From an optimization exercise on the open Yosys and OpenROAD flow, aimed at small area, a short achievable clock period and few clock cycles; shortcuts taken in it are not production practice. Where RTL was checked, it was by simulation tests only, not by an equivalence proof against the original. For runs 3 to 6, only the layout was checked, not whether the RTL still works. Power figures rest on the tool's default switching activity, not on a simulated workload.

==> flow/run.sh <==
#!/bin/bash
# Layout flow: the standard layout (standard.sh, unchanged synthesis and
# steps), with the timing repair steps asked to close to a tighter internal
# target than the 10 ns clock so the achieved period is short. The clock,
# SDC and every other setting are the design's.
set -euo pipefail
export SETUP_SLACK_MARGIN=6.3
bash standard.sh > standard.log 2>&1
==> standard.sh <==
#!/bin/bash
# synth_recipe.tcl (not shown) runs the flow's synth.tcl, then flattens the netlist and writes it again
# the make line also repeats each setting of config.mk as NAME=value (left out here)
make -C /OpenROAD-flow-scripts/flow DESIGN_CONFIG=/design/flow/config.mk WORK_HOME=/design/flow/orfs CLKGATE_MAP_FILE= SYNTH_SCRIPT=/design/flow/synth_recipe.tcl "${@:-finish}"
==> config.mk <==
export PLATFORM = sky130hd
export DESIGN_NAME = page_replacement_victim_select_top
export DESIGN_NICKNAME = page_replacement_victim_select_top
export VERILOG_FILES = /design/flow/design.v
export SDC_FILE = /design/flow/constraint.sdc
export NUM_CORES = 4
export LEC_CHECK = 0
export ABC_CLOCK_PERIOD_IN_PS = 3500
export CAP_MARGIN = 20
export CORE_MARGIN = 2
export CORE_UTILIZATION = 40
export SLEW_MARGIN = 20
==> constraint.sdc <==
create_clock -name core_clock -period 10.0 [get_ports {clk}]
set_input_delay 2.0000 -clock core_clock [delete_from_list [all_inputs] [get_ports {clk}]]
set_output_delay 2.0000 -clock core_clock [all_outputs]
set_load 0.01 [all_outputs]
==> design.v <==
package prvs_pkg;
  localparam int SLOTS        = 16;
  localparam int SLOT_W       = 4;
  localparam int AGE_W        = 32;
  localparam int ONES_W       = 6;
  localparam int CMD_W        = 3;
  localparam int POLICY_W     = 2;
  localparam int IN_TDATA_W   = 40;
  localparam int OUT_TDATA_W  = 8;
  localparam logic [CMD_W-1:0] CMD_INSTALL = 3'd0;
  localparam logic [CMD_W-1:0] CMD_REMOVE  = 3'd1;
  localparam logic [CMD_W-1:0] CMD_AGE     = 3'd2;
  localparam logic [CMD_W-1:0] CMD_MARK    = 3'd3;
  localparam logic [CMD_W-1:0] CMD_SELECT  = 3'd4;
  localparam logic [POLICY_W-1:0] POL_AGE  = 2'd0;
  localparam logic [POLICY_W-1:0] POL_ONES = 2'd1;
  localparam logic [POLICY_W-1:0] POL_FIFO = 2'd2;
endpackage
import prvs_pkg::*;
module prvs_ctrl (
  input  logic       clk,
  input  logic       rst_n,
  input  logic       in_tvalid,
  input  logic [2:0] in_tuser,
  output logic       in_tready,
  input  logic       res_v,       
  input  logic [4:0] res_d,       
  output logic       out_tvalid,
  input  logic       out_tready,
  output logic [4:0] out_d
);
  localparam int QD = 4;          
  logic [2:0] cnt_r;              
  logic       rdy_r;
  logic       ov_r;
  logic [4:0] od_r;
  logic [4:0] q_r [QD];
  logic [1:0] wp_r, rp_r;
  logic [2:0] qn_r;
  logic take, out_free, qempty, push, pop, acc_sel;
  assign take     = ov_r && out_tready;
  assign out_free = !ov_r || out_tready;
  assign qempty   = (qn_r == 3'd0);
  assign pop      = out_free && !qempty;
  assign push     = res_v && !(out_free && qempty);
  assign acc_sel  = in_tvalid && rdy_r && (in_tuser == CMD_SELECT);
  logic [2:0] cnt_up, cnt_dn, qn_free, qn_held;
  assign cnt_up  = cnt_r + 3'd1;
  assign cnt_dn  = cnt_r - 3'd1;
  assign qn_held = qn_r + 3'(res_v);
  assign qn_free = qempty ? 3'd0 : qn_r - 3'd1 + 3'(res_v);
  always_ff @(posedge clk) begin
    if (!rst_n) begin
      cnt_r <= '0;
      rdy_r <= 1'b1;
      ov_r  <= 1'b0;
      wp_r  <= '0;
      rp_r  <= '0;
      qn_r  <= '0;
    end else begin
      case ({acc_sel, take})
        2'b10:   cnt_r <= cnt_up;
        2'b01:   cnt_r <= cnt_dn;
        default: cnt_r <= cnt_r;
      endcase
      rdy_r <= (cnt_r <= 3'(QD - 1));
      if (out_free) ov_r <= !qempty || res_v;
      if (push) wp_r <= wp_r + 1'b1;
      if (pop)  rp_r <= rp_r + 1'b1;
      qn_r <= out_free ? qn_free : qn_held;
    end
  end
  always_ff @(posedge clk) begin
    if (out_free) od_r <= qempty ? res_d : q_r[rp_r];
    if (push) q_r[wp_r] <= res_d;
  end
  assign in_tready  = rdy_r;
  assign out_tvalid = ov_r;
  assign out_d      = od_r;
endmodule
import prvs_pkg::*;
module prvs_datapath (
  input  logic              clk,
  input  logic              rst_n,
  input  logic              b_inst,      
  input  logic              b_rem,
  input  logic              b_wr,        
  input  logic              b_mark,
  input  logic              b_sel,
  input  logic              b_ones,      
  input  logic              b_fifo,      
  input  logic              a_fifo,      
  input  logic [SLOT_W-1:0] b_slot,
  input  logic [AGE_W-1:0]  b_key,       
  input  logic [ONES_W-1:0] b_pc,        
  output logic              res_v,
  output logic [4:0]        res_d
);
  logic [AGE_W-1:0]  age_r  [SLOTS];
  logic [ONES_W-1:0] ones_r [SLOTS];
  logic [SLOTS-1:0]  present_r;
  logic [SLOTS-1:0]  acc_r;
  logic [SLOTS-1:0] slot_oh;
  logic [SLOTS-1:0] wr_oh, inst_oh, rem_oh, mark_oh;
  always_comb begin
    slot_oh = '0;
    slot_oh[b_slot] = 1'b1;
  end
  assign wr_oh   = b_wr   ? slot_oh : '0;
  assign inst_oh = b_inst ? slot_oh : '0;
  assign rem_oh  = b_rem  ? slot_oh : '0;
  assign mark_oh = b_mark ? slot_oh : '0;
  function automatic logic [1:0] gp_tree32(input logic [AGE_W-1:0] g, input logic [AGE_W-1:0] p);
    logic [AGE_W-1:0] gg, pp;
    gg = g;
    pp = p;
    for (int w = 1; w < AGE_W; w = w * 2) begin
      for (int i = 0; i < AGE_W; i = i + 2 * w) begin
        gg[i] = gg[i + w] | (pp[i + w] & gg[i]);
        pp[i] = pp[i + w] & pp[i];
      end
    end
    gp_tree32 = {gg[0], pp[0]};
  endfunction
  function automatic logic [1:0] gp_tree6(input logic [ONES_W-1:0] g, input logic [ONES_W-1:0] p);
    logic gh, ph, gl, pl, gm, pm;
    gl = g[1] | (p[1] & g[0]);
    pl = p[1] & p[0];
    gm = g[3] | (p[3] & g[2]);
    pm = p[3] & p[2];
    gh = g[5] | (p[5] & g[4]);
    ph = p[5] & p[4];
    gm = gm | (pm & gl);
    pm = pm & pl;
    gp_tree6 = {gh | (ph & gm), ph & pm};
  endfunction
  logic [SLOTS-1:0] cin, c0, c1;
  for (genvar j = 0; j < SLOTS; j++) begin : g_cmp
    logic [1:0] ta, to;
    assign cin[j] = (b_slot < SLOT_W'(j));
    assign ta = gp_tree32(~b_key & age_r[j], ~b_key | age_r[j]);
    assign to = gp_tree6(~b_pc & ones_r[j], ~b_pc | ones_r[j]);
    assign c0[j] = ta[1] | (ta[0] & cin[j]);
    assign c1[j] = to[1] | (to[0] & c0[j]);
  end
  logic [SLOTS-1:0] q0, q1;
  for (genvar j = 0; j < SLOTS; j++) begin : g_q
    assign q0[j] = slot_oh[j] | (cin[j] ? c0[j] : !c0[j]);
    assign q1[j] = slot_oh[j] | (cin[j] ? c1[j] : !c1[j]);
  end
  for (genvar s = 0; s < SLOTS; s++) begin : g_tab
    always_ff @(posedge clk) begin
      if (wr_oh[s]) begin
        age_r[s]  <= b_key;
        ones_r[s] <= b_pc;
      end
    end
  end
  wire [SLOTS-1:0] p0 [SLOTS];        
  wire [SLOTS-1:0] p1 [SLOTS];        
  wire [SLOTS-1:0] pf [SLOTS];        
  logic [SLOTS-1:0] mv;               
  for (genvar i = 0; i < SLOTS; i++) begin : g_row
    for (genvar j = 0; j < SLOTS; j++) begin : g_col
      if (i < j) begin : g_pair
        logic o0_r, o1_r, of_r;
        always_ff @(posedge clk) begin
          if (wr_oh[i] || wr_oh[j]) begin
            o0_r <= q0[i] & q0[j];
            o1_r <= q1[i] & q1[j];
          end
          if (inst_oh[i])          of_r <= 1'b0;
          else if (inst_oh[j])     of_r <= 1'b1;
          else if (mv[i] != mv[j]) of_r <= mv[j];
        end
        assign p0[i][j] = o0_r;
        assign p1[i][j] = o1_r;
        assign pf[i][j] = of_r;
      end else if (i > j) begin : g_mirror
        assign p0[i][j] = !p0[j][i];
        assign p1[i][j] = !p1[j][i];
        assign pf[i][j] = !pf[j][i];
      end else begin : g_diag
        assign p0[i][j] = 1'b1;
        assign p1[i][j] = 1'b1;
        assign pf[i][j] = 1'b1;
      end
    end
  end
  logic [SLOTS-1:0] cand, mask, win, red;
  logic             any_cand_r, any_cand_nx, fa_r, fifo_sel;
  assign cand     = present_r & ~acc_r;
  assign mask     = present_r & ~({SLOTS{fa_r}} & acc_r);
  assign fifo_sel = b_sel && b_fifo;
  for (genvar i = 0; i < SLOTS; i++) begin : g_red
    logic [SLOTS-1:0] beats;
    for (genvar j = 0; j < SLOTS; j++) begin : g_b
      assign beats[j] = b_fifo ? pf[i][j] : b_ones ? p1[i][j] : p0[i][j];
    end
    assign red[i] = &(~mask | beats);
    assign win[i] = mask[i] & red[i];
    assign mv[i]  = fifo_sel & present_r[i] & acc_r[i] & (!any_cand_r | red[i]);
  end
  always_comb begin
    if (b_inst)                any_cand_nx = 1'b1;
    else if (b_rem || b_mark)  any_cand_nx = |(cand & ~slot_oh);
    else if (fifo_sel)         any_cand_nx = |present_r;
    else                       any_cand_nx = any_cand_r;
  end
  always_ff @(posedge clk) begin
    if (!rst_n) begin
      present_r  <= '0;
      acc_r      <= '0;
      any_cand_r <= 1'b0;
      fa_r       <= 1'b0;
    end else begin
      any_cand_r <= any_cand_nx;
      fa_r       <= any_cand_nx && a_fifo;
      present_r <= (present_r | inst_oh) & ~rem_oh;
      acc_r     <= (acc_r | mark_oh) & ~inst_oh & ~rem_oh & ~mv;
    end
  end
  logic [SLOT_W-1:0] win_idx;
  always_comb begin
    win_idx = '0;
    for (int k = 0; k < SLOTS; k++) begin
      if (win[k]) win_idx = win_idx | SLOT_W'(k);
    end
  end
  assign res_v = b_sel;
  assign res_d = {|present_r, win_idx};
endmodule
import prvs_pkg::*;
module page_replacement_victim_select_top (
  input  logic                   clk,
  input  logic                   rst_n,
  input  logic                   cfg_we,
  input  logic [POLICY_W-1:0]    cfg_wdata,
  input  logic                   in_tvalid,
  output logic                   in_tready,
  input  logic [IN_TDATA_W-1:0]  in_tdata,    
  input  logic [CMD_W-1:0]       in_tuser,    
  output logic                   out_tvalid,
  input  logic                   out_tready,
  output logic [OUT_TDATA_W-1:0] out_tdata,   
  output logic                   out_tuser    
);
  logic [POLICY_W-1:0] policy_r;
  always_ff @(posedge clk) begin
    if (!rst_n) begin
      policy_r <= POL_AGE;
    end else if (cfg_we) begin
      policy_r <= cfg_wdata;
    end
  end
  function automatic logic [3:0] count_ones8(input logic [7:0] v);
    logic sa, ca, sb, cb, sc, cc, s0, cd, ts, tc, s1, tc2;
    {ca, sa} = 2'(v[0]) + 2'(v[1]) + 2'(v[2]);
    {cb, sb} = 2'(v[3]) + 2'(v[4]) + 2'(v[5]);
    {cc, sc} = 2'(v[6]) + 2'(v[7]);
    {cd, s0} = 2'(sa) + 2'(sb) + 2'(sc);
    {tc, ts} = 2'(ca) + 2'(cb) + 2'(cc);
    {tc2, s1} = 2'(ts) + 2'(cd);
    count_ones8 = {tc & tc2, tc ^ tc2, s1, s0};
  endfunction
  logic              a_v;
  logic [CMD_W-1:0]  a_cmd;
  logic [SLOT_W-1:0] a_slot;
  logic [AGE_W-1:0]  a_age;
  logic [15:0]       a_pc8;
  logic              a_ones, a_fifo;
  always_ff @(posedge clk) begin
    a_v    <= rst_n && in_tvalid && in_tready;
    a_cmd  <= in_tuser;
    a_slot <= in_tdata[SLOT_W-1:0];
    a_age  <= in_tdata[SLOT_W +: AGE_W];
    for (int k = 0; k < 4; k++) begin
      a_pc8[4*k +: 4] <= count_ones8(in_tdata[SLOT_W + 8*k +: 8]);
    end
    a_ones <= (policy_r == POL_ONES);
    a_fifo <= (policy_r == POL_FIFO);
  end
  logic              a_inst;
  logic [AGE_W-1:0]  a_key;
  logic [ONES_W-1:0] a_pc;
  assign a_inst = (a_cmd == CMD_INSTALL);
  assign a_key  = a_inst ? {AGE_W{a_ones}} : a_age;
  assign a_pc   = a_inst ? (a_ones ? ONES_W'(AGE_W) : '0) :
                  ONES_W'(a_pc8[3:0]) + ONES_W'(a_pc8[7:4]) + ONES_W'(a_pc8[11:8]) + ONES_W'(a_pc8[15:12]);
  logic              b_inst, b_rem, b_wr, b_mark, b_sel, b_ones, b_fifo;
  logic [SLOT_W-1:0] b_slot;
  logic [AGE_W-1:0]  b_key;
  logic [ONES_W-1:0] b_pc;
  always_ff @(posedge clk) begin
    b_inst <= rst_n && a_v && (a_cmd == CMD_INSTALL);
    b_rem  <= rst_n && a_v && (a_cmd == CMD_REMOVE);
    b_wr   <= rst_n && a_v && ((a_cmd == CMD_INSTALL) || (a_cmd == CMD_AGE));
    b_mark <= rst_n && a_v && (a_cmd == CMD_MARK);
    b_sel  <= rst_n && a_v && (a_cmd == CMD_SELECT);
    b_ones <= a_ones;
    b_fifo <= a_fifo;
    b_slot <= a_slot;
    b_key  <= a_key;
    b_pc   <= a_pc;
  end
  logic       res_v;
  logic [4:0] res_d;
  logic [4:0] out_d;
  prvs_datapath u_datapath (
    .clk    (clk),
    .rst_n  (rst_n),
    .b_inst (b_inst),
    .b_rem  (b_rem),
    .b_wr   (b_wr),
    .b_mark (b_mark),
    .b_sel  (b_sel),
    .b_ones (b_ones),
    .b_fifo (b_fifo),
    .a_fifo (a_fifo),
    .b_slot (b_slot),
    .b_key  (b_key),
    .b_pc   (b_pc),
    .res_v  (res_v),
    .res_d  (res_d)
  );
  prvs_ctrl u_ctrl (
    .clk        (clk),
    .rst_n      (rst_n),
    .in_tvalid  (in_tvalid),
    .in_tuser   (in_tuser),
    .in_tready  (in_tready),
    .res_v      (res_v),
    .res_d      (res_d),
    .out_tvalid (out_tvalid),
    .out_tready (out_tready),
    .out_d      (out_d)
  );
  assign out_tdata = OUT_TDATA_W'(out_d[3:0]);
  assign out_tuser = out_d[4];
endmodule
==> out/metrics.cfg, run 1 <==
[timing]
worst_slew_pin_slew_ns=1.11
relSlewSlack=0.261
fmax_mhz=267
min_period_over_period=0.374
worst_slack_ns=6.26
finalCriticalPeriod_ns=3.74
fin_tns_setup_ns=0
setup_violations=0
skew_ns=0.0303
finalMaxSlewViolations=0
hold_violations=0
rsz0062_at_grt=yes

[hold_path]
min_from=a_fifo
hold_path.class=register to register
holdPathEnd=b_fifo
whs_path_depth=0

[synth]
synth.top_cell.area_share=0.480
synth_seq_cells=1150
seq_area_frac_synth=0.582
syn_avg_cell_area_um2=11.3
synth_commonest_cells=edfxtp_1, nor2_1, nand2_1
yosys_warnings=5
synthesis.area_mm2=0.0546
synth.most_common_cell=edfxtp_1
syn_inst=4831
synth_edf_count=873
ys_types=114
synth_top_cell_by_area=edfxtp_1
async_flop_share=0
ys_top_cells_by_area=edfxtp_1, dfxtp_1, maj3_1
ys.flop_type=edfxtp_1

[floorplanning]
die_y_um=373
initial_core_util=0.403
dieArea_mm2=0.139
row_count=135
core_area_mm2=0.135
io_pins=61
chipWidth_um=373

[worst_setup_path]
r2r_cells=11
cp_top_family=simple AND/OR/NAND/NOR gates
crit_top_cell=nand4_1
critPathRequiredTime_ns=10.51
critical_path.max_stage_delay_ns=0.64
end_kind=register
critPathArrivalTime_ns=4.25
cpMaxStageDelayCell=o21ai_0
critPathBufInv=2
worstReg2RegStart=b_ones
crit_chain=buf_4, buf_16, mux2i_1, o21ai_0, a21oi_1, and4_1, nand4_1, or2_2, nand4_1, or4_1, mux2_2
path_class=register to register
r2r_slack_ns=6.26
cp_max_fo=15
start_kind=register
r2r_end=u_ctrl.od_r[3]

[layout]
syn2layout_area_growth_pct=16.9
nNetsFinal=5064
drive_above_1_share=0.144

[clock_tree]
ctsLongestPathBuffers=3
path_clk_slew_ns=0.06
htree_levels=3
ctsHoldBuffers=0
tritoncts=built
cts-root-buf=clkbuf_16
clock_latency_ns=0.77
numCtsBuffers=119
clock-sinks=1150

[placed_design]
globalplace.congestion=0.984
io_buffers=52
dp_hpwl_um=122000
dp_slack_ns=4.82

[routing]
drc=0
viasPerCell=5.93
antenna_left=0
dr_total_vias=40600
dr.first_iter.drc_count=4926
wire_per_inst_um=27.3
dr.pass1.iters=7
drt-total-wl_um=187000

[power_and_ir_drop]
vdd_ir_drop_max_v=0.000201
p_leak_nw=23.0
p_total_mw=12.7
p_per_area_mw_per_mm2=199

[grt]
grt_pass1_vias=38400
gr-total-overflow=0
antenna_found_initial=5
track_usage=0.257
grt_max_degree=83
grt_pass1_wl_um=265000

[run_status]
status=no timing/DRC/antenna violations

[flow_run]
max_cap_violations=0

-- metal layers --
layer / up-vias / GRT usage / routed length [um]
li1: 18000 / - / -
met2: 2004 / 0.414 / 86500
met3: 407 / 0.0418 / 14900
met1: 20200 / 0.343 / 76400
met5: - / 0 / 11
met4: 2 / 0.113 / 8950
-- flip-flops by register name, indices dropped and copies added, names as in the netlist, 20 cells and up, named ones only --
name                                cells
a_age                                  32
b_key                                  32
u_datapath.g_row.g_col.g_pair.o1_r    120
u_ctrl.q_r                             20
u_datapath.g_row.g_col.g_pair.of_r    120
u_datapath.ones_r                      96
u_datapath.g_row.g_col.g_pair.o0_r    120
u_datapath.age_r                      512
-- worst reg2reg max path: cells and delay by family (launching register included) --
family,cells,cell delay (ns)
buffers and inverters,2,0.37
muxes,2,0.51
and+or+nand+nor,5,1.34
AOI/OAI and AO/OA,2,0.88
DFF,1,0.40
-- how the worst max path moves through the flow --
stage | slack (ns) | endpoint | cells after the start | startpoint
global placement | 4.87 | u_datapath.g_row[11].g_col[15].g_pair.of_r | 12 | b_ones
finish | 6.26 | u_ctrl.od_r[3] | 11 | b_ones
CTS | 6.30 | u_datapath.g_row[13].g_col[14].g_pair.of_r | 12 | b_ones
global route | 6.27 | u_datapath.g_row[5].g_col[13].g_pair.o1_r | 14 | b_key[22]
detailed placement | 4.82 | u_datapath.g_row[11].g_col[14].g_pair.of_r | 12 | b_ones
floorplan | 6.34 | u_datapath.age_r[9][0] | 11 | b_slot[1]
-- cell families (layout without fill, tap and decap cells) --
group	Yosys count	in the layout	share of synthesized area
fa+ha+maj	343	343	0.0694
mux	144	145	0.0279
compound gates	1125	1125	0.143
simple gates	1490	1491	0.129
xor+xnor	22	22	0.00353
buf+inv	556	783	0.0448
flops	1150	1150	0.582
other cells	1	6	0.0000687
-- repair_timing --
item                       CTS  global route
setup endpoints to repair  919           584
gates resized for setup    246           110
pin swaps                   31            27
cloned                      10             8
setup buffers               86            27
-- area by class of cell --
cell class	count	area, um2
Multi-Input combinational cell	3130	21400
Inverter	259	1110
Antenna cell	2	5.00
Clock inverter	64	739
Timing Repair inverter	6	40.0
Tap cell	1781	2230
Fill cell	12100	71700
Sequential cell	1150	31800
Clock buffer	162	3380
Timing Repair Buffer	292	3040
-- per-stage QoR --
stage               cells  hold slack (ns)  utilization  instance area (um2)
finish               6846            0.363        0.471                63800
global placement     6487            0.340        0.419                56800
CTS                  6809            0.355        0.465                62900
floorplan            4834            0.310            -                54600
detailed placement   6487            0.344        0.419                56800
global route         6844            0.359        0.471                63800
-- placed cells by master (no fill, tap or decap), drive strengths merged, types with 23 or more instances in the layout --
cell / count
edfxtp: 873
nor2: 518
nand2: 406
maj3: 287
dfxtp: 277
inv: 244
buf: 234
o21ai: 207
a21oi: 203
clkbuf: 168
nor2b: 148
o22ai: 133
mux2i: 131
nand2b: 119
o21a: 75
a22oi: 70
nor3: 64
o221ai: 62
clkdlybuf4s50: 50
and2: 48
a21o: 47
clkinv: 46
nand3: 42
ha: 31
a221oi: 31
o211ai: 29
a211oi: 29
clkinvlp: 27
fa: 25
o2111ai: 25
nor4: 23
-- where the power goes --
part / switching, mW / internal [mW]
logic: 1.63 / 0.916
clock network: 1.97 / 2.69
registers: 0.0678 / 5.40
Testbench counts, summed over its fixed seeds: cycles 12,052.
==> run 2: changes to the inputs <==
==> flow/run.sh (replaced) <==
#!/bin/bash
# Layout flow: the standard layout (standard.sh: unchanged synthesis and
# steps) with two changes to how the layout is optimised, not to what is
# measured: the port buffers are buf_4 cells instead of the delay buffer that
# buffer_ports picks by default, and the timing repair steps aim at a tighter
# internal target than the 10 ns clock so that the achieved period is short.
# The clock, the SDC and every other setting are the design's.
set -euo pipefail
export BUFFER_PORTS_ARGS="-buffer_cell sky130_fd_sc_hd__buf_4"
export SETUP_SLACK_MARGIN=6.6
bash standard.sh > standard.log 2>&1
==> run 2 against run 1 <==
Combinational power is 38% higher. First-iteration DRC count increased by 20%. Critical endpoint is now u_datapath.g_row[1].g_col[10].g_pair.o1_r. Sequential power is essentially flat. Global-route usage rose by 3.0 points. Clock skew about the same. Synthesized area unchanged. Clock-buffer cell count rose by 8. Synthesized cell count unchanged. Critical path type unchanged.
==> out/metrics.cfg, run 2 <==
[layout]
syn2layout_area_growth_pct=28.8
top_register=u_datapath.age_r
nNetsFinal=5344
final_cell_mix=edfxtp_1, nor2_1, nand2_1
largest_register_ffs=512
drive_above_1_share=0.268
utilization=0.519
layout_commonest_cell=edfxtp_1

[timing]
relSlewSlack=0.225
skew_ns=0.0307
hold_violations=0
finalCriticalPeriod_ns=3.71
worst_slew_pin_slew_ns=1.16
fin_tns_setup_ns=0
timing.hold.ws_ns=0.337
min_period_over_period=0.371
setup_violations=0
fmax_mhz=270
finalMaxSlewViolations=0
rsz0062_at_grt=yes

[routing]
dr_total_vias=43600
dr.pass1.iters=6
dr.first_iter.drc_count=5916
drc=0
drt-total-wl_um=216000
viasPerCell=6.13
wire_per_inst_um=30.3
antenna_left=0

[worst_setup_path]
path_class=register to register
endpoint=u_datapath.g_row[1].g_col[10].g_pair.o1_r
r2r_slack_ns=6.29
r2r_end=u_datapath.g_row[1].g_col[10].g_pair.o1_r
critPathRequiredTime_ns=10.50
crit_path_start=b_slot[1]
end_kind=register
start_kind=register
worstReg2RegStart=b_slot[1]
cp_max_fo=6
critPathArrivalTime_ns=4.21
r2r_cells=16

[grt]
grt_max_degree=80
antenna_found_initial=9
grt_pass1_vias=40600
grt_pass1_wl_um=289000
track_usage=0.287
gr-total-overflow=0

[synth]
syn_inst=4831
seq_area_frac_synth=0.582
yosys_warnings=5
syn_avg_cell_area_um2=11.3
ys.flop_type=edfxtp_1
synthesis.area_mm2=0.0546
synth_seq_cells=1150
synth.most_common_cell=edfxtp_1
synth_top_cell_by_area=edfxtp_1
synth_commonest_cells=edfxtp_1, nor2_1, nand2_1
synth_edf_count=873
synth.top_cell.area_share=0.480
ys_top_cells_by_area=edfxtp_1, dfxtp_1, maj3_1
async_flop_share=0
ys_types=114

[power_and_ir_drop]
vdd_ir_drop_max_v=0.000146
p_leak_nw=25.6
p_per_area_mw_per_mm2=196
p_total_mw=13.8

[floorplanning]
core_area_mm2=0.135
row_count=135
initial_core_util=0.403
dieArea_mm2=0.139
die_y_um=373
io_pins=61
chipWidth_um=373

[run_status]
status=no timing/DRC/antenna violations

[clock_tree]
clock_latency_ns=0.77
htree_levels=4
ctsHoldBuffers=0
cts-root-buf=clkbuf_16
clock-sinks=1150
path_clk_slew_ns=0.06
tritoncts=built
ctsLongestPathBuffers=3
numCtsBuffers=132

[placed_design]
io_buffers=52
globalplace.congestion=0.994
dp_hpwl_um=121000

[hold_path]
hold_path.class=register to register

[flow_run]
max_cap_violations=0

run 2: cell counts after synthesis:
No cell type changed its count.
run 2: routing by layer:
layer | vias to the layer above | global-route usage | wire (um) | part of all wire
li1 | 18600 | - | - | -
met1 | 21700 | 0.378 | 82500 | 0.38
met2 | 2706 | 0.446 | 96000 | 0.44
met3 | 635 | 0.0572 | 22700 | 0.11
met4 | 4 | 0.155 | 14600 | 0.068
met5 | - | 0 | 22 | 0.00010
run 2: critical path: stages, from the launching register on:
cell,delay [ns]
dfxtp_2,0.33
buf_8,0.13
inv_6,0.05
ha_4,0.13
buf_6,0.11
or3b_4,0.47
o221a_4,0.24
a211o_1,0.28
a31oi_4,0.19
a21oi_4,0.09
o21ai_4,0.19
a41oi_4,0.22
o221ai_4,0.31
mux2i_4,0.30
buf_12,0.16
buf_12,0.17
nor2_2,0.04
run 2: power breakdown:
group,switching (mW),internal (mW)
combinational,2.11,1.41
clock,2.02,2.74
sequential,0.0838,5.40
total,4.22,9.55
run 2: through the flow:
stage          setup WS [ns]  std cells  cell area [um2]
2_1_floorplan           6.56       4834            54800
3_3_place_gp            4.80       6480            56800
3_5_place_dp            4.81       6480            56800
4_1_cts                 6.29       6974            66800
5_1_grt                 6.26       7120            70300
6_report                6.29       7120            70300
run 2: worst min-delay path by stage:
| stage | from | to | cells past startpoint |
|---|---|---|---|
| after global routing | a_slot[3] | b_slot[3] | 0 |
| after floorplan | a_slot[0] | b_slot[0] | 0 |
| final | a_slot[3] | b_slot[3] | 0 |
| after detailed placement | a_slot[3] | b_slot[3] | 0 |
| after global placement | a_slot[3] | b_slot[3] | 0 |
| after CTS | a_slot[3] | b_slot[3] | 0 |
run 2: final cells by class:
type	instances	area (um2)
well taps	1781	2230
fillers	11400	65200
diodes	1	2.50
repair inverters	8	57.6
clock inverters	64	564
clock buffers	170	3620
multi-input cells	3132	23900
inverters	259	1230
repair buffers	555	6850
flip-flops and latches	1150	31900
run 2: kinds of logic after synthesis:
kind of cell / after synthesis / synth area share
compound gates: 1125 / 0.143
xor+xnor: 22 / 0.00353
fa+ha+maj: 343 / 0.0694
buf+inv: 556 / 0.0448
flops: 1150 / 0.582
mux: 144 / 0.0279
other cells: 1 / 0.0000687
simple gates: 1490 / 0.129
run 2: what timing repair did:
action,CTS,global route
pin swaps,130,155
cloned,45,24
setup buffers,215,120
resized for setup,660,544
endpoints found under the setup margin,1144,863
==> run 3: changes to the inputs <==
--- a/design.v
+++ b/design.v
@@ -85,5 +85,6 @@
   input  logic              b_inst,      
   input  logic              b_rem,
-  input  logic              b_wr,        
+  input  logic [SLOTS-1:0]  b_wr_oh,     
+  input  logic [SLOTS-1:0]  b_above,     
   input  logic              b_mark,
   input  logic              b_sel,
@@ -107,5 +108,5 @@
     slot_oh[b_slot] = 1'b1;
   end
-  assign wr_oh   = b_wr   ? slot_oh : '0;
+  assign wr_oh   = b_wr_oh;
   assign inst_oh = b_inst ? slot_oh : '0;
   assign rem_oh  = b_rem  ? slot_oh : '0;
@@ -138,5 +139,5 @@
   for (genvar j = 0; j < SLOTS; j++) begin : g_cmp
     logic [1:0] ta, to;
-    assign cin[j] = (b_slot < SLOT_W'(j));
+    assign cin[j] = b_above[j];
     assign ta = gp_tree32(~b_key & age_r[j], ~b_key | age_r[j]);
     assign to = gp_tree6(~b_pc & ones_r[j], ~b_pc | ones_r[j]);
@@ -288,6 +289,8 @@
   assign a_pc   = a_inst ? (a_ones ? ONES_W'(AGE_W) : '0) :
                   ONES_W'(a_pc8[3:0]) + ONES_W'(a_pc8[7:4]) + ONES_W'(a_pc8[11:8]) + ONES_W'(a_pc8[15:12]);
-  logic              b_inst, b_rem, b_wr, b_mark, b_sel, b_ones, b_fifo;
+  logic              b_inst, b_rem, b_mark, b_sel, b_ones, b_fifo;
   logic [SLOT_W-1:0] b_slot;
+  logic [SLOTS-1:0]  b_wr_oh;    
+  logic [SLOTS-1:0]  b_above;    
   logic [AGE_W-1:0]  b_key;
   logic [ONES_W-1:0] b_pc;
@@ -295,5 +298,8 @@
     b_inst <= rst_n && a_v && (a_cmd == CMD_INSTALL);
     b_rem  <= rst_n && a_v && (a_cmd == CMD_REMOVE);
-    b_wr   <= rst_n && a_v && ((a_cmd == CMD_INSTALL) || (a_cmd == CMD_AGE));
+    for (int k = 0; k < SLOTS; k++) begin
+      b_above[k] <= (a_slot < SLOT_W'(k));
+      b_wr_oh[k] <= rst_n && a_v && ((a_cmd == CMD_INSTALL) || (a_cmd == CMD_AGE)) && (a_slot == SLOT_W'(k));
+    end
     b_mark <= rst_n && a_v && (a_cmd == CMD_MARK);
     b_sel  <= rst_n && a_v && (a_cmd == CMD_SELECT);
@@ -312,5 +318,6 @@
     .b_inst (b_inst),
     .b_rem  (b_rem),
-    .b_wr   (b_wr),
+    .b_wr_oh (b_wr_oh),
+    .b_above (b_above),
     .b_mark (b_mark),
     .b_sel  (b_sel),
--- a/flow/run.sh
+++ b/flow/run.sh
@@ -8,4 +8,4 @@
 set -euo pipefail
 export BUFFER_PORTS_ARGS="-buffer_cell sky130_fd_sc_hd__buf_4"
-export SETUP_SLACK_MARGIN=6.6
+export SETUP_SLACK_MARGIN=6.4
 bash standard.sh > standard.log 2>&1
--- a/config.mk
+++ b/config.mk
@@ -6,5 +6,4 @@
 export NUM_CORES = 4
 export LEC_CHECK = 0
-export ABC_CLOCK_PERIOD_IN_PS = 3500
 export CAP_MARGIN = 20
 export CORE_MARGIN = 2
==> run 3 against run 2 <==
Core utilization down 3.3 points. Maximum frequency up 0.10%. Total power down 3.7%. Flip-flop and latch count up 30. Hold slack better by 0.0051 ns. First-iteration DRC count down 27%. Synthesized area up 0.94%. Wire length down 6.4%. Largest power group unchanged. Sequential power up 2%. Clock skew up 0.011 ns. Critical path type unchanged.
==> out/metrics.cfg, run 3 <==
[run_status]
status=no timing/DRC/antenna violations

[floorplanning]
core_area_mm2=0.137
chipWidth_um=375
initial_core_util=0.402
die_y_um=375
dieArea_mm2=0.141
row_count=136
io_pins=61

[synth]
synthesis.area_mm2=0.0551
yosys_warnings=5
synth_seq_cells=1180
ys.flop_type=edfxtp_1
synth.most_common_cell=edfxtp_1
synth_top_cell_by_area=edfxtp_1
syn_inst=4834
synth_commonest_cells=edfxtp_1, nor2_1, dfxtp_1
ys_types=94
synth.top_cell.area_share=0.476
synth_edf_count=873
async_flop_share=0
seq_area_frac_synth=0.587
syn_avg_cell_area_um2=11.4
ys_top_cells_by_area=edfxtp_1, dfxtp_1, maj3_1

[hold_path]
hold_path.class=register to register

[timing]
worst_slack_ns=6.30
timing.hold.ws_ns=0.342
finalCriticalPeriod_ns=3.70
skew_ns=0.0417
finalMaxSlewViolations=0
min_period_over_period=0.370
fin_tns_setup_ns=0
setup_violations=0
rsz0062_at_grt=yes
worst_slew_pin_slew_ns=1.19
hold_violations=0
relSlewSlack=0.205
fmax_mhz=270

[grt]
antenna_found_initial=4
grt_max_degree=64
grt_pass1_vias=39800
gr-total-overflow=0
track_usage=0.276
grt_pass1_wl_um=282000

[routing]
wire_per_inst_um=29.1
dr_total_vias=41600
viasPerCell=5.99
drt-total-wl_um=202000
antenna_left=0
drc=0
dr.first_iter.drc_count=4342
dr.pass1.iters=6

[clock_tree]
path_clk_slew_ns=0.06
tritoncts=built
numCtsBuffers=134
htree_levels=4
ctsHoldBuffers=0
clock-sinks=1180
cts-root-buf=clkbuf_16
ctsLongestPathBuffers=3
clock_latency_ns=0.77

[worst_setup_path]
path_class=register to register
r2r_slack_ns=6.30
cp_max_fo=37
start_kind=register
critPathArrivalTime_ns=4.19
critPathRequiredTime_ns=10.49
end_kind=register

[power_and_ir_drop]
power_frac_seq=0.423
p_int_mw=9.46
p_leak_nw=23.6
pwr-share-comb=0.202
p_per_area_mw_per_mm2=199
clkPwrFrac=0.374
p_sw_frac=0.286
vdd_ir_drop_max_v=0.000129
switchingPower_mw=3.79

[layout]
nNetsFinal=5148
largest_register_ffs=512
instances_no_fill=6947
syn2layout_area_growth_pct=20.9
final_cell_mix=edfxtp_1, nor2_1, maj3_1
layout_commonest_cell=edfxtp_1
top_register=u_datapath.age_r
drive_above_1_share=0.205

[placed_design]
globalplace.congestion=0.986
io_buffers=52
dp_cells=6527
dp_slack_ns=4.33
dp_hpwl_um=125000

[flow_run]
max_cap_violations=0

-- run 3: changes by cell type in the layout (fill, tap and decap cells not counted), moves of 28 or more --
cell and change:
nor2_1 +147, dfxtp_1 +34, o21ai_0 +44, or2_2 +121
buf_4 -97, buf_12 -56, nor2_4 -66, o22ai_1 +46
maj3_1 +39, nand2_1 -128, maj3_2 -28
-- run 3: critical path, stage by stage, from the launching register on --
cell and delay (ns):
dfxtp_1 0.33, buf_12 0.19, clkinvlp_4 0.11, buf_4 0.22, o221ai_1 0.22, nor3_2 0.43, nand3_1 0.13, o211ai_1 0.71
a21oi_2 0.19, buf_4 0.19, buf_4 0.12, xnor2_1 0.15, nor2_4 0.15, buf_12 0.17, nor2_1 0.06
-- run 3: stage by stage --
step | utilization | power (mW) | instance area, um2
2_1_floorplan | - | 6.98 | 55100
3_3_place_gp | 0.420 | 7.76 | 57600
3_5_place_dp | 0.420 | 7.80 | 57600
4_1_cts | 0.474 | 13.1 | 65100
5_1_grt | 0.486 | 13.7 | 66600
6_report | 0.486 | 13.3 | 66600
-- run 3: layer usage --
layer	track usage	wire length (um)
met5	0	13
met4	0.121	10000
met3	0.0470	16000
met2	0.447	94300
met1	0.364	81700
-- run 3: logic make-up (layout without fill, tap and decap cells) --
kind of cell | count (synthesis) | after routing | synth area share
other | 1 | 5 | 0.0000681
AO/OA/AOI/OAI | 1144 | 1145 | 0.143
multiplexers | 152 | 152 | 0.0291
adder cells (fa/ha/maj) | 352 | 352 | 0.0701
buffers and inverters | 496 | 808 | 0.0372
XOR/XNOR | 22 | 22 | 0.00350
AND/OR/NAND/NOR | 1487 | 1489 | 0.130
flip-flops | 1180 | 1180 | 0.587
-- run 3: path summary, 6_finish.rpt --
| check | to | cells after the start | startpoint |
|---|---|---|---|
| worst max-delay path | u_datapath.g_row[9].g_col[12].g_pair.o0_r | 14 | b_key[20] |
| worst min-delay path | b_fifo | 0 | a_fifo |
| worst max register to register | u_datapath.g_row[9].g_col[12].g_pair.o0_r | 14 | b_key[20] |
| worst min register to register | b_fifo | 0 | a_fifo |
-- run 3: power groups by stage --
stage | sequential (mW) | combinational [mW] | clock [mW]
global placement | 5.71 | 2.06 | 0
CTS | 5.61 | 2.47 | 5.02
finish | 5.61 | 2.68 | 4.96
global route | 5.62 | 2.86 | 5.22
floorplan | 5.73 | 1.25 | 0
detailed placement | 5.71 | 2.09 | 0
-- run 3: cell type report --
type	instances	area, um2
Antenna cell	1	2.50
Clock buffer	193	3960
Clock inverter	52	477
Fill cell	12100	70600
Inverter	206	926
Multi-Input combinational cell	3164	22400
Sequential cell	1180	32400
Tap cell	1794	2240
Timing Repair Buffer	354	4090
Timing Repair inverter	3	22.5
-- run 3: timing repair --
| item | 4_1_cts | 5_1_grt |
|---|---|---|
| gates resized for setup | 348 | 229 |
| pin swaps | 59 | 55 |
| setup endpoints to repair | 393 | 350 |
| buffers inserted | 93 | 42 |
| gates cloned | 25 | 13 |
==> run 4: changes to the inputs <==
--- a/config.mk
+++ b/config.mk
@@ -10,2 +10,3 @@
 export CORE_UTILIZATION = 40
 export SLEW_MARGIN = 20
+export TNS_END_PERCENT = 10
==> run 4 against run 3 <==
Cell area decreased by 1.9%. Maximum frequency decreased by 0.59%. Wire length decreased by 2.3%.
==> out/metrics.cfg, run 4 <==
[run_status]
status=no timing/DRC/antenna violations

[clock_tree]
ctsHoldBuffers=0
cts-root-buf=clkbuf_16
numCtsBuffers=134
path_clk_slew_ns=0.06
tritoncts=built
htree_levels=4
clock_latency_ns=0.77
clock-sinks=1180
ctsLongestPathBuffers=3

[grt]
grt_max_degree=64
track_usage=0.275
gr-total-overflow=0
antenna_found_initial=3
grt_pass1_vias=39700
grt_pass1_wl_um=280000

[power_and_ir_drop]
p_leak_nw=23.1
p_per_area_mw_per_mm2=200
vdd_ir_drop_max_v=0.000129

[worst_setup_path]
cpMaxStageDelayCell=or4_4
critical_path.max_stage_delay_ns=0.58
end_kind=register
critPathBufInv=6
cp_top_family=compound AO/OA/AOI/OAI gates
start_kind=register
critPathRequiredTime_ns=10.44
cp_max_fo=15
crit_chain=buf_12, inv_2, buf_12, buf_4, o22ai_1, o21bai_1, a2111oi_2, a221oi_4, or4_4, a31oi_4, buf_4, mux2i_1, buf_4, nor2_1
path_class=register to register
crit_top_cell=buf_4
critPathArrivalTime_ns=4.17

[routing]
dr.first_iter.drc_count=4167
wire_per_inst_um=28.6
antenna_left=0
viasPerCell=5.97
drc=0
dr.pass1.iters=6
drt-total-wl_um=197000
dr_total_vias=41100

[synth]
synth_edf_count=873
seq_area_frac_synth=0.587
synth_seq_cells=1180
synth_top_cell_by_area=edfxtp_1
syn_avg_cell_area_um2=11.4
async_flop_share=0
ys.flop_type=edfxtp_1
yosys_warnings=5
synthesis.area_mm2=0.0551
synth.most_common_cell=edfxtp_1
synth.top_cell.area_share=0.476
synth_commonest_cells=edfxtp_1, nor2_1, dfxtp_1
syn_inst=4834
ys_top_cells_by_area=edfxtp_1, dfxtp_1, maj3_1
ys_types=94

[layout]
layout_commonest_cell=edfxtp_1
final_cell_mix=edfxtp_1, nor2_1, maj3_1
drive_above_1_share=0.182
fillers=12300
nNetsFinal=5098
largest_register_ffs=512
instances_no_fill=6897
top_register=u_datapath.age_r
syn2layout_area_growth_pct=18.5

[timing]
relSlewSlack=0.196
timing.hold.ws_ns=0.340
skew_ns=0.0442
finalCriticalPeriod_ns=3.73
finalMaxSlewViolations=0
min_period_over_period=0.373
fmax_mhz=268
setup_violations=0
hold_violations=0
fin_tns_setup_ns=0
worst_slew_pin_slew_ns=1.21
rsz0062_at_grt=yes

[placed_design]
dp_cells=6527
dp_hpwl_um=125000
io_buffers=52
globalplace.congestion=0.986

[floorplanning]
core_area_mm2=0.137
dieArea_mm2=0.141
chipWidth_um=375
initial_core_util=0.402
die_y_um=375
io_pins=61
row_count=136

[hold_path]
hold_path.class=register to register

[flow_run]
max_cap_violations=0

[run 4: cell counts after synthesis]
Identical to the previous run, type by type.
[run 4: final cells by class]
| class | instances | area (um2) | share of cell area |
|---|---|---|---|
| repair inverters | 3 | 22.5 | 0.000345 |
| repair buffers | 305 | 3340 | 0.0511 |
| multi-input cells | 3163 | 21900 | 0.336 |
| clock buffers | 193 | 3960 | 0.0607 |
| inverters | 206 | 896 | 0.0137 |
| diodes | 1 | 2.50 | 0.0000383 |
| clock inverters | 52 | 477 | 0.00730 |
| flip-flops and latches | 1180 | 32400 | 0.496 |
| well taps | 1794 | 2240 | 0.0344 |
[run 4: per-stage QoR]
stage,power (mW),worst slack [ns],utilization,area [um2]
after CTS,13.1,6.20,0.473,64800
final,13.1,6.27,0.476,65300
after global routing,13.5,6.08,0.476,65300
after detailed placement,7.80,4.33,0.420,57600
after global placement,7.76,4.32,0.420,57600
after floorplan,6.98,6.41,-,55100
[run 4: final timing paths]
| check | startpoint | to | slack [ns] | depth (start not counted) |
|---|---|---|---|---|
| worst max-delay path | b_key[7] | u_datapath.g_row[0].g_col[12].g_pair.o0_r | 6.27 | 14 |
| worst min-delay path | a_fifo | b_fifo | 0.34 | 0 |
| worst max register to register | b_key[7] | u_datapath.g_row[0].g_col[12].g_pair.o0_r | 6.27 | 14 |
| worst min register to register | a_fifo | b_fifo | 0.34 | 0 |
[run 4: where the power goes]
group          internal, mW  switching (mW)
sequential             5.52          0.0903
clock                  2.92            2.05
combinational         0.925            1.55
[run 4: kinds of logic (layout without fill, tap and decap cells)]
kind of cell | Yosys count | count (layout) | synth area share
fa+ha+maj | 352 | 352 | 0.0701
xor+xnor | 22 | 22 | 0.00350
buf+inv | 496 | 759 | 0.0372
simple gates | 1487 | 1488 | 0.130
mux | 152 | 152 | 0.0291
compound gates | 1144 | 1145 | 0.143
other cells | 1 | 5 | 0.0000681
flops | 1180 | 1180 | 0.587
[run 4: what timing repair did]
| action | 4_1_cts | 5_1_grt |
|---|---|---|
| pin swaps | 52 | 8 |
| setup endpoints to repair | 393 | 375 |
| buffers inserted | 78 | 19 |
| gates resized for setup | 321 | 65 |
| cloned | 24 | 3 |
[run 4: routing by layer]
metal | track usage | vias up | part of all wire
li1 | - | 18200 | -
met1 | 0.361 | 20700 | 0.41
met2 | 0.445 | 1824 | 0.46
met3 | 0.0488 | 385 | 0.076
met4 | 0.119 | 0 | 0.046
met5 | 0 | - | 0
==> run 5: changes to the inputs <==
--- a/design.v
+++ b/design.v
@@ -24,6 +24,6 @@
   input  logic [2:0] in_tuser,
   output logic       in_tready,
-  input  logic       res_v,       
-  input  logic [4:0] res_d,       
+  input  logic       res_v_in,    
+  input  logic [4:0] res_d_in,    
   output logic       out_tvalid,
   input  logic       out_tready,
@@ -39,4 +39,10 @@
   logic [2:0] qn_r;
   logic take, out_free, qempty, push, pop, acc_sel;
+  logic       res_v;
+  logic [4:0] res_d;
+  always_ff @(posedge clk) begin
+    res_v <= rst_n && res_v_in;
+    res_d <= res_d_in;
+  end
   assign take     = ov_r && out_tready;
   assign out_free = !ov_r || out_tready;
@@ -60,9 +66,16 @@
     end else begin
       case ({acc_sel, take})
-        2'b10:   cnt_r <= cnt_up;
-        2'b01:   cnt_r <= cnt_dn;
-        default: cnt_r <= cnt_r;
+        2'b10: begin
+          cnt_r <= cnt_up;
+          rdy_r <= (cnt_r <= 3'(QD - 1));
+        end
+        2'b01: begin
+          cnt_r <= cnt_dn;
+          rdy_r <= 1'b1;
+        end
+        default: begin
+          rdy_r <= (cnt_r <= 3'(QD));
+        end
       endcase
-      rdy_r <= (cnt_r <= 3'(QD - 1));
       if (out_free) ov_r <= !qempty || res_v;
       if (push) wp_r <= wp_r + 1'b1;
@@ -337,6 +350,6 @@
     .in_tuser   (in_tuser),
     .in_tready  (in_tready),
-    .res_v      (res_v),
-    .res_d      (res_d),
+    .res_v_in   (res_v),
+    .res_d_in   (res_d),
     .out_tvalid (out_tvalid),
     .out_tready (out_tready),
--- a/flow/run.sh
+++ b/flow/run.sh
@@ -8,4 +8,4 @@
 set -euo pipefail
 export BUFFER_PORTS_ARGS="-buffer_cell sky130_fd_sc_hd__buf_4"
-export SETUP_SLACK_MARGIN=6.4
+export SETUP_SLACK_MARGIN=6.3
 bash standard.sh > standard.log 2>&1
==> run 5 against run 4 <==
Register-to-register slack worse by 0.03 ns. Flip-flop and latch count up 6. Total power fell by 0.20%. Core utilization rose by 0.47 points. Combinational power is 8% higher. Cell count down 0.75%. Synthesized cell count fell by 1.6%. Critical path depth stayed put. Sequential share of layout area increased by 0.36 points. Critical path type unchanged. Critical endpoint is now u_datapath.g_row[1].g_col[2].g_pair.o1_r. Via count is 0.62% lower. Clock power down 4.8%. Largest power group unchanged. Clock-buffer cell count is 5 lower.
==> out/metrics.cfg, run 5 <==
[timing]
setup_violations=0
finalMaxSlewViolations=0
relSlewSlack=0.207
rsz0062_at_grt=yes
finalCriticalPeriod_ns=3.75
fin_tns_setup_ns=0
hold_violations=0
fmax_mhz=266
worst_slew_pin_slew_ns=1.19
min_period_over_period=0.375
skew_ns=0.0456

[synth]
synth_edf_count=873
synth_seq_cells=1186
async_flop_share=0
yosys_warnings=5
ys_types=93
synth.most_common_cell=edfxtp_1
syn_inst=4757
seq_area_frac_synth=0.595
synthesis.area_mm2=0.0546
syn_avg_cell_area_um2=11.5
synth.top_cell.area_share=0.480
ys_top_cells_by_area=edfxtp_1, dfxtp_1, maj3_1
synth_commonest_cells=edfxtp_1, nor2_1, dfxtp_1
synth_top_cell_by_area=edfxtp_1
ys.flop_type=edfxtp_1

[power_and_ir_drop]
p_int_mw=9.21
p_leak_nw=23.1
p_sw_frac=0.293
p_per_area_mw_per_mm2=200
switchingPower_mw=3.82
pwr-share-comb=0.205
vdd_ir_drop_max_v=0.000118
power_frac_seq=0.432
clkPwrFrac=0.363
p_total_mw=13.0

[grt]
grt_max_degree=71
track_usage=0.264
gr-total-overflow=0
antenna_found_initial=2
grt_pass1_vias=38900
grt_pass1_wl_um=271000

[worst_setup_path]
critPathBufInv=5
path_class=register to register
crit_top_cell=maj3_2
cp_max_fo=5
cp_top_family=compound AO/OA/AOI/OAI gates
critPathRequiredTime_ns=10.51
cpMaxStageDelayCell=o31ai_2
critical_path.max_stage_delay_ns=0.44
start_kind=register
end_kind=register
critPathArrivalTime_ns=4.27
crit_chain=buf_12, clkinvlp_4, buf_6, maj3_2, maj3_2, o21ai_4, o211ai_1, o31ai_2, a21oi_2, maj3_2, a311oi_4, buf_4, buf_8, nor2_1

[placed_design]
io_buffers=52
globalplace.congestion=1.01
dp_hpwl_um=120000

[clock_tree]
clock-sinks=1186
htree_levels=4
ctsLongestPathBuffers=3
cts-root-buf=clkbuf_16
numCtsBuffers=134
tritoncts=built
clock_latency_ns=0.79
path_clk_slew_ns=0.06

[routing]
antenna_left=0
met1_length_um=79400
wire_per_inst_um=28.1
dr.first_iter.drc_count=4581
dr_wl_met3_um=14300
dr_total_vias=40900
wl_met2_um=89000
highest_layer=met4
viasPerCell=5.97
drc=0
drt-total-wl_um=192000
dr.pass1.iters=5

[layout]
top_register=u_datapath.age_r
largest_register_ffs=512
nNetsFinal=5063
drive_above_1_share=0.191
fillers=12100
syn2layout_area_growth_pct=19.4
layout_commonest_cell=edfxtp_1
final_cell_mix=edfxtp_1, nor2_1, dfxtp_1

[floorplanning]
die_y_um=373
dieArea_mm2=0.139
io_pins=61
core_area_mm2=0.135
chipWidth_um=373
initial_core_util=0.403
row_count=135

[hold_path]
hold_path.class=register to register

[run_status]
status=no timing/DRC/antenna violations

[flow_run]
max_cap_violations=0

## run 5: cell count changes in the layout (fill, tap and decap cells not counted), sizes merged, moves of 18 or more
cell and delta:
nor2 +80, o211ai +36, nor2b -28, o21ai -39, a21oi +68, maj3 -35
o22ai -28, buf +18, a221oi -30, a22oi +27, nand2 -48, o2111ai -20
inv -31
## run 5: area by class of cell
cell class / instances / area, um2 / area share
Sequential cell: 1186 / 32600 / 0.500
Multi-Input combinational cell: 3119 / 21500 / 0.330
Timing Repair Buffer: 328 / 3770 / 0.0579
Clock buffer: 188 / 3690 / 0.0566
Tap cell: 1781 / 2230 / 0.0342
Inverter: 182 / 856 / 0.0131
Clock inverter: 54 / 465 / 0.00715
Timing Repair inverter: 6 / 41.3 / 0.000634
Antenna cell: 1 / 2.50 / 0.0000384
## run 5: per-layer routing
layer / vias to the layer above / GRT usage
met4: 0 / 0.111
met2: 1908 / 0.426
met1: 20500 / 0.354
met3: 392 / 0.0418
li1: 18100 / -
met5: - / 0
## run 5: worst register-to-register path: stages, from the launching register on
cell        delay (ns)
dfxtp_4           0.35
buf_12            0.12
clkinvlp_4        0.11
buf_6             0.15
maj3_2            0.31
maj3_2            0.33
o21ai_4           0.19
o211ai_1          0.28
o31ai_2           0.44
a21oi_2           0.11
maj3_2            0.42
a311oi_4          0.31
buf_4             0.21
buf_8             0.14
nor2_1            0.05
## run 5: timing repair
action / 4_1_cts / 5_1_grt
resized for setup: 308 / 166
cloned: 23 / 13
pin swaps: 57 / 50
endpoints found under the setup margin: 377 / 345
setup buffers: 95 / 45
hold buffers: 0 / 0
## run 5: final timing paths
check        startpoint                                        to  slack, ns  cells past startpoint
min reg2reg   a_age[17]                                 b_key[17]       0.42                      1
min           a_age[17]                                 b_key[17]       0.42                      1
max reg2reg   b_key[14]  u_datapath.g_row[1].g_col[2].g_pair.o1_r       6.25                     14
max           b_key[14]  u_datapath.g_row[1].g_col[2].g_pair.o1_r       6.25                     14
## run 5: power by group through the flow
stage,clock network [mW],logic [mW],registers [mW]
after global routing,4.98,2.83,5.64
after floorplan,0,1.23,5.76
after global placement,0,2.02,5.73
after CTS,4.78,2.43,5.63
after detailed placement,0,2.05,5.74
final,4.73,2.67,5.63
## run 5: kinds of logic (layout without fill, tap and decap cells)
family | count (synthesis) | count (layout) | synth area share
compound gates | 1155 | 1155 | 0.145
xor+xnor | 23 | 23 | 0.00383
fa+ha+maj | 318 | 318 | 0.0645
buf+inv | 457 | 758 | 0.0352
flops | 1186 | 1186 | 0.595
mux | 139 | 140 | 0.0271
other cells | 1 | 5 | 0.0000687
simple gates | 1478 | 1479 | 0.129
## run 5: stage by stage
stage | instances | hold slack (ns) | instance area (um2) | utilization | worst slack [ns]
floorplan | 4760 | 0.323 | 54600 | - | 6.41
global placement | 6426 | 0.405 | 56900 | 0.420 | 4.29
detailed placement | 6426 | 0.403 | 56900 | 0.420 | 4.28
CTS | 6786 | 0.417 | 63800 | 0.471 | 6.20
global route | 6844 | 0.420 | 65100 | 0.481 | 6.14
finish | 6845 | 0.418 | 65100 | 0.481 | 6.25
==> run 6: changes to the inputs <==
--- a/config.mk
+++ b/config.mk
@@ -8,5 +8,5 @@
 export CAP_MARGIN = 20
 export CORE_MARGIN = 2
-export CORE_UTILIZATION = 40
+export CORE_UTILIZATION = 55
 export SLEW_MARGIN = 20
 export TNS_END_PERCENT = 10
==> run 6 against run 5 <==
Still clean. Wire length fell by 2.3%. Clock skew fell by 0.017 ns. Worst setup slack got worse by 0.079 ns. Maximum frequency fell by 2.1%. Global-route usage rose by 9.6 points. Clock-buffer cell count did not move. Hold slack got worse by 0.060 ns. Via count fell by 0.38%. Core utilization rose by 17 points.
==> out/metrics.cfg, run 6 <==
[floorplanning]
chipWidth_um=319
die_y_um=319
dieArea_mm2=0.102
initial_core_util=0.554
core_area_mm2=0.0984
io_pins=61
row_count=115

[power_and_ir_drop]
p_per_area_mw_per_mm2=203
p_leak_nw=22.7
vdd_ir_drop_max_v=0.000197
power_frac_seq=0.436
p_sw_frac=0.284
p_total_mw=12.9
switchingPower_mw=3.67
pwr-share-comb=0.192
clkPwrFrac=0.372
p_int_mw=9.26

[synth]
syn_avg_cell_area_um2=11.5
async_flop_share=0
synth_commonest_cells=edfxtp_1, nor2_1, dfxtp_1
synth.most_common_cell=edfxtp_1
syn_inst=4757
ys_top_cells_by_area=edfxtp_1, dfxtp_1, maj3_1
ys.flop_type=edfxtp_1
synth_edf_count=873
synth.top_cell.area_share=0.480
synth_top_cell_by_area=edfxtp_1
synthesis.area_mm2=0.0546
yosys_warnings=5
seq_area_frac_synth=0.595
ys_types=93
synth_seq_cells=1186

[timing]
rsz0062_at_grt=yes
finalCriticalPeriod_ns=3.83
fmax_mhz=261
finalMaxSlewViolations=0
worst_slack_ns=6.17
fin_tns_setup_ns=0
hold_violations=0
skew_ns=0.0287
relSlewSlack=0.184
worst_slew_pin_slew_ns=1.22
setup_violations=0
min_period_over_period=0.383

[placed_design]
dp_hpwl_um=118000
io_buffers=52
globalplace.congestion=1.04
place_area_mm2=0.0564
dp_slack_ns=4.52

[grt]
gr-total-overflow=0
grt_pass1_wl_um=264000
grt_pass1_vias=38500
track_usage=0.360
grt_max_degree=69
antenna_found_initial=3

[worst_setup_path]
worstReg2RegStart=b_key[7]
r2r_cells=14
critPathArrivalTime_ns=4.31
r2r_slack_ns=6.17
path_class=register to register
start_kind=register
critPathRequiredTime_ns=10.47
r2r_end=u_datapath.g_row[1].g_col[14].g_pair.o0_r
end_kind=register
cp_max_fo=12

[clock_tree]
cts-root-buf=clkbuf_16
ctsHoldBuffers=0
tritoncts=built
numCtsBuffers=132
clock_latency_ns=0.76
path_clk_slew_ns=0.06
htree_levels=4
ctsLongestPathBuffers=3
clock-sinks=1186

[flow_run]
max_cap_violations=0

[layout]
ff_latch_area_mm2=0.0325
multi_input_area_mm2=0.0212
fin_area_mm2=0.0636
nNetsFinal=5015
drive_above_1_share=0.174
fillers=7604
top_register=u_datapath.age_r
layout_commonest_cell=edfxtp_1
syn2layout_area_growth_pct=16.6
final_cell_mix=edfxtp_1, nor2_1, dfxtp_1
utilization=0.646
largest_register_ffs=512

[routing]
viasPerCell=6.46
dr.pass1.iters=6
drc=0
dr.first_iter.drc_count=4706
wire_per_inst_um=29.8
antenna_left=0
drt-total-wl_um=188000
dr_total_vias=40700

[hold_path]
hold_path.class=register to register
whs_path_depth=0
holdPathEnd=b_fifo
min_from=a_fifo

[run_status]
status=no timing/DRC/antenna violations

[run 6: changes by cell type in the layout (fill, tap and decap cells not counted), moves of 7 or more]
cell,previous run,this run
maj3_1,236,246
buf_12,49,41
buf_4,219,204
dfxtp_4,16,8
o221ai_1,56,63
nor2_1,627,635
nor2_4,15,8
nor3_1,52,60
maj3_2,25,16
clkbuf_1,40,32
[run 6: cell type report]
cell class / instances / area share
diodes: 2 / 0.0000787
clock buffers: 188 / 0.0607
clock inverters: 54 / 0.00716
inverters: 182 / 0.0125
multi-input cells: 3119 / 0.334
flip-flops and latches: 1186 / 0.512
well taps: 1287 / 0.0253
repair buffers: 285 / 0.0487
repair inverters: 3 / 0.000354
[run 6: how the worst max path moves through the flow]
| stage | from | to | slack (ns) | cells after the start |
|---|---|---|---|---|
| finish | b_key[7] | u_datapath.g_row[1].g_col[14].g_pair.o0_r | 6.17 | 14 |
| global route | b_key[7] | u_datapath.g_row[11].g_col[14].g_pair.o0_r | 6.07 | 14 |
| CTS | b_ones | u_datapath.g_row[13].g_col[15].g_pair.of_r | 6.07 | 13 |
| detailed placement | b_key[22] | u_datapath.g_row[8].g_col[13].g_pair.o1_r | 4.52 | 12 |
| global placement | b_key[2] | u_datapath.g_row[10].g_col[15].g_pair.o1_r | 4.54 | 11 |
| floorplan | in_tdata[20] | a_pc8[10] | 6.41 | 6 |
[run 6: what timing repair did]
| item | CTS | global route |
|---|---|---|
| gates resized for setup | 251 | 114 |
| setup buffers | 66 | 29 |
| gates cloned | 10 | 10 |
| pin swaps | 30 | 25 |
| endpoints found under the hold margin | 0 | 0 |
| setup endpoints to repair | 378 | 355 |
[run 6: kinds of logic (layout without fill, tap and decap cells)]
family,Yosys count,in the layout,share of synthesized area
AOI/OAI and AO/OA,1155,1155,0.145
xor gates and xnor gates,23,23,0.00383
adders and majority gates,318,318,0.0645
buffers and inverters,457,712,0.0352
DFF,1186,1186,0.595
muxes,139,140,0.0271
other,1,6,0.0000687
and+or+nand+nor,1478,1479,0.129
[run 6: power groups by stage]
stage	clock network (mW)	registers (mW)	logic, mW
2_1_floorplan	0	5.76	1.23
3_3_place_gp	0	5.73	2.00
3_5_place_dp	0	5.74	2.04
4_1_cts	4.86	5.63	2.32
5_1_grt	5.04	5.64	2.64
6_report	4.81	5.63	2.48
[run 6: stage by stage]
step / hold WS [ns] / cells
2_1_floorplan: 0.323 / 4760
3_3_place_gp: 0.353 / 5947
3_5_place_dp: 0.349 / 5947
4_1_cts: 0.361 / 6265
5_1_grt: 0.373 / 6304
6_report: 0.358 / 6306
[run 6: worst max-delay path, cell delays in order (launching register included)]
cell and delay [ns]:
dfxtp_4 0.40, buf_12 0.18, clkinvlp_4 0.16, maj3_1 0.37
a311oi_1 0.24, o21ai_0 0.12, a21oi_1 0.20, maj3_2 0.34
a311oi_4 0.16, a211o_4 0.41, maj3_2 0.39, xnor2_4 0.15
buf_4 0.18, buf_16 0.16, a21oi_1 0.09
[run 6: layer usage]
layer,GRT usage,routed length (um),vias to the layer above
li1,-,-,18000
met1,0.451,72000,20200
met2,0.590,89000,2010
met3,0.0653,14600,527
met4,0.204,12100,0
met5,0,0,-
==> run 7: changes to the inputs <==
--- a/design.v
+++ b/design.v
@@ -171,7 +171,5 @@
     end
   end
-  wire [SLOTS-1:0] p0 [SLOTS];        
-  wire [SLOTS-1:0] p1 [SLOTS];        
-  wire [SLOTS-1:0] pf [SLOTS];        
+  wire [SLOTS-1:0] ps [SLOTS];
   logic [SLOTS-1:0] mv;               
   for (genvar i = 0; i < SLOTS; i++) begin : g_row
@@ -188,15 +186,9 @@
           else if (mv[i] != mv[j]) of_r <= mv[j];
         end
-        assign p0[i][j] = o0_r;
-        assign p1[i][j] = o1_r;
-        assign pf[i][j] = of_r;
+        assign ps[i][j] = b_fifo ? of_r : b_ones ? o1_r : o0_r;
       end else if (i > j) begin : g_mirror
-        assign p0[i][j] = !p0[j][i];
-        assign p1[i][j] = !p1[j][i];
-        assign pf[i][j] = !pf[j][i];
+        assign ps[i][j] = !ps[j][i];
       end else begin : g_diag
-        assign p0[i][j] = 1'b1;
-        assign p1[i][j] = 1'b1;
-        assign pf[i][j] = 1'b1;
+        assign ps[i][j] = 1'b1;
       end
     end
@@ -208,9 +200,5 @@
   assign fifo_sel = b_sel && b_fifo;
   for (genvar i = 0; i < SLOTS; i++) begin : g_red
-    logic [SLOTS-1:0] beats;
-    for (genvar j = 0; j < SLOTS; j++) begin : g_b
-      assign beats[j] = b_fifo ? pf[i][j] : b_ones ? p1[i][j] : p0[i][j];
-    end
-    assign red[i] = &(~mask | beats);
+    assign red[i] = &(~mask | ps[i]);
     assign win[i] = mask[i] & red[i];
     assign mv[i]  = fifo_sel & present_r[i] & acc_r[i] & (!any_cand_r | red[i]);
--- a/config.mk
+++ b/config.mk
@@ -8,5 +8,5 @@
 export CAP_MARGIN = 20
 export CORE_MARGIN = 2
-export CORE_UTILIZATION = 55
+export CORE_UTILIZATION = 40
 export SLEW_MARGIN = 20
 export TNS_END_PERCENT = 10
==> run 7 against run 6 <==
Clock power about the same. Worst setup slack improved by 0.062 ns. Still clean. Sequential power hardly changed. Core utilization is 18 points lower. Highest routed layer is now met5. Synthesized cell count is essentially flat. Clock-buffer cell count increased by 2. Clock skew rose by 0.0075 ns. Cell area rose by 0.29%. Wire length is 1.7% lower. Via count shrank 1.3%. Global-route usage decreased by 10 points.
==> out/metrics.cfg, run 7 <==
[layout]
layout_commonest_cell=edfxtp_1
largest_register_ffs=512
nNetsFinal=4990
fillers=12400
drive_above_1_share=0.163
final_cell_mix=edfxtp_1, nor2_1, dfxtp_1
top_register=u_datapath.age_r
instances_no_fill=6790
syn2layout_area_growth_pct=15.6

[synth]
synthesis.area_mm2=0.0552
yosys.area_share.simple=0.122
synth-compound-area-share=0.147
ys_top_cells_by_area=edfxtp_1, dfxtp_1, maj3_1
ys.flop_type=edfxtp_1
synth.most_common_cell=edfxtp_1
synth_top_cell_by_area=edfxtp_1
synth.area.mux_share=0.0275
synth_top_family_by_area=compound AO/OA/AOI/OAI gates
synth.top_cell.area_share=0.475
async_flop_share=0
syn_avg_cell_area_um2=11.6
yosys_warnings=5
syn_inst=4754
synth_fa_ha_area_frac=0.0705
synth_xor_area_frac=0.00333
seq_area_frac_synth=0.589
synth_edf_count=873
ys_types=101
synth_seq_cells=1186
synth_commonest_cells=edfxtp_1, nor2_1, dfxtp_1

[floorplanning]
dieArea_mm2=0.141
die_y_um=375
chipWidth_um=375
initial_core_util=0.402
row_count=136
io_pins=61
core_area_mm2=0.137

[routing]
wire_per_inst_um=27.2
viasPerCell=5.92
dr.first_iter.drc_count=4664
antenna_left=0
dr_total_vias=40200
drc=0
dr.pass1.iters=6
drt-total-wl_um=184000

[timing]
min_period_over_period=0.377
timing.hold.ws_ns=0.369
worst_slew_pin_slew_ns=1.18
hold_violations=0
fmax_mhz=265
rsz0062_at_grt=yes
skew_ns=0.0362
fin_tns_setup_ns=0
finalCriticalPeriod_ns=3.77
setup_violations=0
finalMaxSlewViolations=0
relSlewSlack=0.207

[grt]
grt_max_degree=83
grt_pass1_vias=38100
grt_pass1_wl_um=264000
gr-total-overflow=0
track_usage=0.256
antenna_found_initial=4

[hold_path]
whs_path_depth=0
hold_path.class=register to register

[placed_design]
dp_cells=6448
dp_hpwl_um=120000
io_buffers=52
globalplace.congestion=1.02

[flow_run]
max_cap_violations=0

[worst_setup_path]
r2r_cells=10
crit_chain=buf_12, mux2i_1, o21ai_1, and2_0, a221o_1, a2111oi_4, nand3_2, a211o_1, maj3_1, o21a_1
critPathArrivalTime_ns=4.44
cpMaxStageDelayCell=a211o_1
critPathRequiredTime_ns=10.67
start_kind=register
path_class=register to register
end_kind=register
critical_path.max_stage_delay_ns=0.65
cp_max_fo=10

[power_and_ir_drop]
p_per_area_mw_per_mm2=201
vdd_ir_drop_max_v=0.000128
p_leak_nw=22.6

[clock_tree]
numCtsBuffers=133
path_clk_slew_ns=0.06
ctsLongestPathBuffers=3
tritoncts=built
htree_levels=4
cts-root-buf=clkbuf_16
clock_latency_ns=0.79
clock-sinks=1186
ctsHoldBuffers=0

[run_status]
status=no timing/DRC/antenna violations

-- run 7: cell types whose count changed after synthesis, sizes merged, moves of 37 or more --
cell    previous run  this run
nor2             658       492
o21a              45       121
inv              171       226
nand2            217       258
clkbuf           160       121
buf              115       152
-- run 7: per-stage QoR --
step	total power, mW	cell area, um2	setup WS (ns)	util
final	12.8	63800	6.23	0.465
after floorplan	7.02	55200	6.41	-
after global placement	7.80	57400	5.06	0.419
after detailed placement	7.84	57500	4.97	0.419
after global routing	13.3	63800	6.16	0.465
after CTS	12.8	63200	6.25	0.461
-- run 7: final timing paths --
| check | end | slack (ns) | startpoint |
|---|---|---|---|
| worst min-delay path | b_fifo | 0.37 | a_fifo |
| worst max register to register | u_datapath.g_row[5].g_col[9].g_pair.of_r | 6.23 | b_ones |
| worst min register to register | b_fifo | 0.37 | a_fifo |
| worst max-delay path | u_datapath.g_row[5].g_col[9].g_pair.of_r | 6.23 | b_ones |
-- run 7: what timing repair did --
item | in CTS | in global routing
buffers inserted | 65 | 14
endpoints found under the setup margin | 374 | 350
resized for setup | 143 | 100
gates cloned | 11 | 5
pin swaps | 19 | 13
-- run 7: report_power, final --
part | switching (mW) | total (mW) | internal [mW] | leakage (nW)
Combinational | 1.55 | 2.40 | 0.844 | 9.99
Sequential | 0.0855 | 5.63 | 5.54 | 10.5
Clock | 2.06 | 4.82 | 2.76 | 2.09
-- run 7: cells by family (layout without fill, tap and decap cells) --
family,Yosys count,count (layout)
compound gates,1166,1166
xor+xnor,21,21
fa+ha+maj,353,353
buf+inv,504,742
flops,1186,1186
mux,142,142
other cells,1,5
simple gates,1381,1381
-- run 7: layout make-up --
cell class	count	area (um2)	area share
Clock inverter	56	544	0.00853
Inverter	231	951	0.0149
Multi-Input combinational cell	3067	21100	0.330
Sequential cell	1186	32500	0.510
Clock buffer	190	3740	0.0586
Timing Repair inverter	6	35.0	0.000549
Tap cell	1794	2240	0.0352
Timing Repair Buffer	259	2670	0.0418
Antenna cell	1	2.50	0.0000392
-- run 7: routing by layer --
layer / global-route usage / part of all wire / vias up
met5: 0 / 0.000060 / -
li1: - / - / 17900
met2: 0.401 / 0.46 / 1805
met4: 0.102 / 0.041 / 2
met1: 0.349 / 0.42 / 20200
met3: 0.0484 / 0.080 / 368
-- run 7: worst max-delay path: cells and delay by family, from the launching register on --
kind,cells,cell delay [ns]
AO/OA/AOI/OAI,5,1.78
adder cells (fa/ha/maj),1,0.47
AND/OR/NAND/NOR,2,0.45
multiplexers,1,0.40
flip-flops,1,0.39
buffers and inverters,1,0.15
Testbench counts of run 7, summed over its fixed seeds: cycles 12,069.

==> port drivers added, routing unchanged <==
In the flow no input, the clock included, has a driving cell. The finished layouts below were timed again as built, in two steps. Step 1, drivers: a clkbuf_16 drives clk and a buf_2 each remaining input, both assumed. Step 2 times the ports against the registers' clock, not the clock port: input delays grow and output delays shrink by t, the midpoint of the rising clock arrivals with the driver on. a / b / c = ideal ports / drivers / drivers and shift; a / b = the first two.
run | t, ns | setup WS [ns]
run 1 | 0.824 | 6.256 / 6.256 / 5.696
run 2 | 0.829 | 6.293 / 6.293 / 6.125
run 3 | 0.828 | 6.297 / 6.297 / 6.047
run 4 | 0.823 | 6.275 / 6.275 / 6.015
run 5 | 0.835 | 6.247 / 6.247 / 5.958
run 6 | 0.815 | 6.168 / 6.168 / 5.968
run 7 | 0.843 | 6.230 / 6.230 / 5.994
After both steps setup and hold are still met in every run listed.
